Source: an optimization exercise on an open RTL-to-GDS flow (aim: small area). Production flows keep margins and buffers that such runs may drop.
Function was checked by simulation only, so behaviour that the tests miss may differ from the original.
Power is estimated from default activity; no workload was simulated.

==> flow/design.v <==
package mips_pkg;
    localparam int REG_ADDR_W = 5;
    localparam int REG_DATA_W = 32;
    typedef logic [REG_ADDR_W-1:0] reg_addr_t;
    typedef logic [REG_DATA_W-1:0] word_t;
    localparam reg_addr_t REG_ZERO = 5'd0;
    localparam reg_addr_t REG_RA   = 5'd31;
endpackage
module mips_reg_read_port
#(
    parameter int DATA_W = mips_pkg::REG_DATA_W,
    parameter int N      = 31,
    parameter bit BYP    = 1'b1
) (
    input  logic [N-1:0]             sel,
    input  logic                     byp,
    input  logic [DATA_W-1:0]        wr_data,
    input  logic [N-1:0][DATA_W-1:0] words,
    output logic [DATA_W-1:0]        data
);
    for (genvar b = 0; b < DATA_W; b++) begin : g_bit
        localparam int M = BYP ? N + 1 : N;
        logic [M-1:0] s, d;
        for (genvar i = 0; i < N; i++) begin : g_in
            assign s[i] = sel[i];
            assign d[i] = words[i][b];
        end
        if (BYP) begin : g_byp
            assign s[N] = byp;
            assign d[N] = wr_data[b];
        end
        mips_reg_mux_bit #(.N(M)) u_bit (.s(s), .d(d), .y(data[b]));
    end
endmodule
module mips_reg_mux_bit
#(
    parameter int N = 32
) (
    input  logic [N-1:0] s,
    input  logic [N-1:0] d,
    output logic         y
);
    localparam int G3 = N / 3;
    localparam int R  = N - 3 * G3;
    localparam int G  = G3 + R;
    logic [G-1:0] yn;
    for (genvar g = 0; g < G3; g++) begin : g_grp
        mips_reg_aoi3 u_aoi (.s(s[3*g +: 3]), .d(d[3*g +: 3]), .yn(yn[g]));
    end
    for (genvar r = 0; r < R; r++) begin : g_rest
        assign yn[G3 + r] = ~(s[3*G3 + r] & d[3*G3 + r]);
    end
    mips_reg_nand_tree #(.N(G)) u_red (.a(yn), .y(y));
endmodule
module mips_reg_nand_tree
#(
    parameter int N = 11
) (
    input  logic [N-1:0] a,
    output logic         y
);
    assign y = ~&a;
endmodule
module mips_reg_aoi3 (
    input  logic [2:0] s,
    input  logic [2:0] d,
    output logic       yn
);
    assign yn = ~|(s & d);
endmodule
module mips_reg_file
#(
    parameter int DATA_W    = mips_pkg::REG_DATA_W,
    parameter int ADDR_W    = mips_pkg::REG_ADDR_W
) (
    input  logic              clk,
    input  logic              rst_n,
    input  logic              regWrite,
    input  logic [ADDR_W-1:0] writeReg,
    input  logic [DATA_W-1:0] writeData,
    input  logic [ADDR_W-1:0] readReg1,
    input  logic [ADDR_W-1:0] readReg2,
    output logic [DATA_W-1:0] readData1,
    output logic [DATA_W-1:0] readData2,
    input  logic [ADDR_W-1:0] dbgAddr,
    output logic [DATA_W-1:0] dbgData,
    output logic [15:0]       writeCount
);
    localparam int NUM_REGS = 2**ADDR_W;
    localparam int N        = NUM_REGS - 1;
    logic [N-1:0][DATA_W-1:0] mem;
    logic [N-1:0]             valid;
    logic [N-1:0]             we;
    logic                     commit;
    assign commit = regWrite && (writeReg != ADDR_W'(mips_pkg::REG_ZERO));
    logic [3:0] wlo_n, rlo1, rlo2, rlod;
    logic [7:0] whi_n, rhi1, rhi2, rhid;
    for (genvar k = 0; k < 4; k++) begin : g_lo
        assign wlo_n[k] = !(regWrite && (writeReg[1:0] == 2'(k)));
        assign rlo1[k]  = (readReg1[1:0] == 2'(k));
        assign rlo2[k]  = (readReg2[1:0] == 2'(k));
        assign rlod[k]  = (dbgAddr[1:0] == 2'(k));
    end
    for (genvar k = 0; k < 8; k++) begin : g_hi
        assign whi_n[k] = !(writeReg[4:2] == 3'(k));
        assign rhi1[k]  = (readReg1[4:2] == 3'(k));
        assign rhi2[k]  = (readReg2[4:2] == 3'(k));
        assign rhid[k]  = (dbgAddr[4:2] == 3'(k));
    end
    logic [N-1:0] wsel;
    for (genvar i = 0; i < N; i++) begin : g_we
        assign wsel[i] = !(wlo_n[(i + 1) % 4] || whi_n[(i + 1) / 4]);
        assign we[i]   = wsel[i];
    end
    always_ff @(posedge clk) begin
        for (int i = 0; i < N; i++) begin
            if (we[i]) mem[i] <= writeData;
        end
    end
    always_ff @(posedge clk or negedge rst_n) begin
        if (!rst_n) begin
            valid      <= '0;
            writeCount <= '0;
        end else begin
            for (int i = 0; i < N; i++) begin
                if (we[i]) valid[i] <= 1'b1;
            end
            if (commit) writeCount <= writeCount + 16'd1;
        end
    end
    logic [N-1:0] sel1, sel2, seld;
    logic         byp1, byp2;
    assign byp1 = rst_n && regWrite && (writeReg == readReg1) && (readReg1 != '0);
    assign byp2 = rst_n && regWrite && (writeReg == readReg2) && (readReg2 != '0);
    for (genvar i = 0; i < N; i++) begin : g_sel
        localparam int LO = (i + 1) % 4;
        localparam int HI = (i + 1) / 4;
        mips_reg_sel u_sel1 (
            .valid(valid[i]), .lo(rlo1[LO]), .hi(rhi1[HI]),
            .wlo_n(wlo_n[LO]), .whi_n(whi_n[HI]), .sel(sel1[i])
        );
        mips_reg_sel u_sel2 (
            .valid(valid[i]), .lo(rlo2[LO]), .hi(rhi2[HI]),
            .wlo_n(wlo_n[LO]), .whi_n(whi_n[HI]), .sel(sel2[i])
        );
        assign seld[i] = valid[i] && rlod[LO] && rhid[HI];
    end
    mips_reg_read_port #(.DATA_W(DATA_W), .N(N)) u_rd1 (
        .sel(sel1), .byp(byp1), .wr_data(writeData), .words(mem), .data(readData1)
    );
    mips_reg_read_port #(.DATA_W(DATA_W), .N(N)) u_rd2 (
        .sel(sel2), .byp(byp2), .wr_data(writeData), .words(mem), .data(readData2)
    );
    mips_reg_read_port #(.DATA_W(DATA_W), .N(N), .BYP(1'b0)) u_rdd (
        .sel(seld), .byp(1'b0), .wr_data(writeData), .words(mem), .data(dbgData)
    );
endmodule
module mips_reg_sel (
    input  logic valid,
    input  logic lo,
    input  logic hi,
    input  logic wlo_n,
    input  logic whi_n,
    output logic sel
);
    assign sel = valid && lo && hi && (wlo_n || whi_n);
endmodule
==> flow/config.mk <==
export PLATFORM = sky130hd
export DESIGN_NAME = mips_reg_file
export DESIGN_NICKNAME = mips_reg_file
export VERILOG_FILES = /design/flow/design.v
export SDC_FILE = /design/flow/constraint.sdc
export NUM_CORES = 4
export LEC_CHECK = 0
export CAP_MARGIN = 10
export CELL_PAD_IN_SITES_DETAIL_PLACEMENT = 1
export CORE_MARGIN = 2
export CORE_UTILIZATION = 40
export CTS_BUF_LIST = sky130_fd_sc_hd__clkbuf_8
export CTS_CLUSTER_DIAMETER = 80
export CTS_CLUSTER_SIZE = 12
export PLACE_DENSITY = 0.5
export SETUP_SLACK_MARGIN = 0.2
export SLEW_MARGIN = 10
export SYNTH_HIERARCHICAL = 1
export SYNTH_MINIMUM_KEEP_SIZE = 0
==> flow/constraint.sdc <==
create_clock -name core_clock -period 6.0 [get_ports {clk}]
set_input_delay 1.2000 -clock core_clock [delete_from_list [all_inputs] [get_ports {clk}]]
set_output_delay 1.2000 -clock core_clock [all_outputs]
set_load 0.01 [all_outputs]
standard.sh (not shown) runs the stock make flow with config.mk's settings and CLKGATE_MAP_FILE= SYNTH_SCRIPT=/design/flow/synth_recipe.tcl, a recipe that flattens the netlist after the stock synthesis.
==> flow/flow/run.sh <==
#!/bin/bash
# The standard layout (standard.sh), with the ports buffered by buf_2 cells
# instead of the flow's default delay buffers. ORFS writes each step's log
# under orfs/logs; standard.sh's own output goes to standard.log.
set -euo pipefail
export BUFFER_PORTS_ARGS="-buffer_cell sky130_fd_sc_hd__buf_2"
bash standard.sh > standard.log 2>&1
The baseline finished clean.
Rerun with:
- CTS_CLUSTER_DIAMETER: 80 -> 90
- CTS_CLUSTER_SIZE: 12 -> 14
- PLACE_DENSITY: 0.5 -> 0.58
The changed run ran to the end with no violations.
Sequential cell count does not change.
Final area came out lower by 0.74%.
Register-to-register slack got worse by 0.02 ns.
Die area is unchanged.
Final cell count shrinks by 0.85%.
Worst setup slack degrades by 0.079 ns.
Combinational power hardly moves.
Global-route usage drops by 0.48 points.
Fmax shrinks by 1.4%.
Synthesized cell count does not change.
Rerun with:
- CTS_CLUSTER_DIAMETER: 90 -> 80
- CTS_CLUSTER_SIZE: 14 -> 12
- PLACE_DENSITY: 0.58 -> 0.55
Effect:
- routed wire length is lower by 1.7%
- flip-flop and latch count does not change
- cell area goes up by about 0.3%
- total power climbs by 1.6%
- critical path depth is higher by 1
Rerun with:
- PLACE_DENSITY: 0.55 -> 0.58
What happened:
- The new run ran to the end with no violations
- power rose by 0.63%
- final area hardly moves
- worst hold slack improved by 0.013 ns
- routed wire length rose by 2.0%
- global-route usage rose by 1.1 points
- setup slack barely changes
- non-clock buffer count rose by 1
- via count is about the same

## job 104
mips_reg_file, a different RTL version from the one above (not shown whole).
For scale: ~170 I/O pins, roughly 46000 sq um of cells after synthesis.
clock: 6.0 ns
lec_check: 0
cap_margin: 10
cell_pad_in_sites_detail_placement: 1
core_margin: 2
core_utilization: 40
cts_buf_list: sky130_fd_sc_hd__clkbuf_8
cts_cluster_diameter: 80
cts_cluster_size: 12
place_density: 0.5
setup_slack_margin: 0.2
slew_margin: 10
synth_hierarchical: 1
synth_minimum_keep_size: 0
Scripts as last shown in full above: flow/flow/run.sh
Job 104 finished all stages; the layout is clean.
Here is what was changed in the inputs of job 103 compared with job 104.
- CTS_CLUSTER_DIAMETER changed from 80 to 100
- CAP_MARGIN changed from 10 to 20
- CTS_CLUSTER_SIZE changed from 12 to 20
- SLEW_MARGIN changed from 10 to 20
- CTS_BUF_LIST changed from sky130_fd_sc_hd__clkbuf_8 to sky130_fd_sc_hd__clkbuf_16
==> comparison <==
- Comparing hold slack for job 104 and job 103, the smaller number came from job 104.
- In terms of utilization, job 103 and job 104 differ only marginally.
- Diff job 103..job 104 | sequential share of cell area | negligible
- Looking at global-route usage, job 103 sits 0.32 points lower than job 104 does.
- After synthesis and placement, the instance count of job 103 is below that of job 104.

re-timing with driven ports:
How much do the figures lean on ideal ports? The routed layouts below were timed once more, with nothing changed but the port constraints.
Step 1 (the two cells are an assumption about what drives the block):
set clk [get_ports {clk}]
set_driving_cell -lib_cell sky130_fd_sc_hd__clkbuf_16 $clk
set_driving_cell -lib_cell sky130_fd_sc_hd__buf_2 [delete_from_list [all_inputs] $clk]
Step 2 moves the port delays by t, midway between the first and last clock arrival at a register: inputs arrive t later, outputs are due t later. That takes back most of the time a late clock gives input paths.
a / b / c = ideal ports / drivers / drivers and shift; a / b = the first two.
| run | t, ns | setup WS [ns] | hold slack, ns |
|---|---|---|---|
| the first run of note 1 | 0.877 | 0.262 / 0.222 / 0.222 | 0.470 / 0.470 / 0.470 |
| the second run of note 1 | 0.871 | 0.184 / 0.152 / 0.152 | 0.502 / 0.484 / 0.502 |
| the third run of note 1 | 0.851 | 0.177 / 0.156 / 0.156 | 0.488 / 0.488 / 0.488 |
| the fourth run of note 1 | 0.879 | 0.178 / 0.149 / 0.149 | 0.501 / 0.494 / 0.501 |
| job 104 | 0.895 | 0.213 / 0.136 / 0.136 | 0.285 / 0.266 / 0.477 |
| job 103 | 0.798 | 0.196 / 0.162 / 0.162 | 0.384 / 0.358 / 0.481 |
After both steps every run listed still meets setup and hold. For job 104, which loses most, drivers alone change the setup slack by -0.077 ns; drivers and shift together by -0.077 ns.
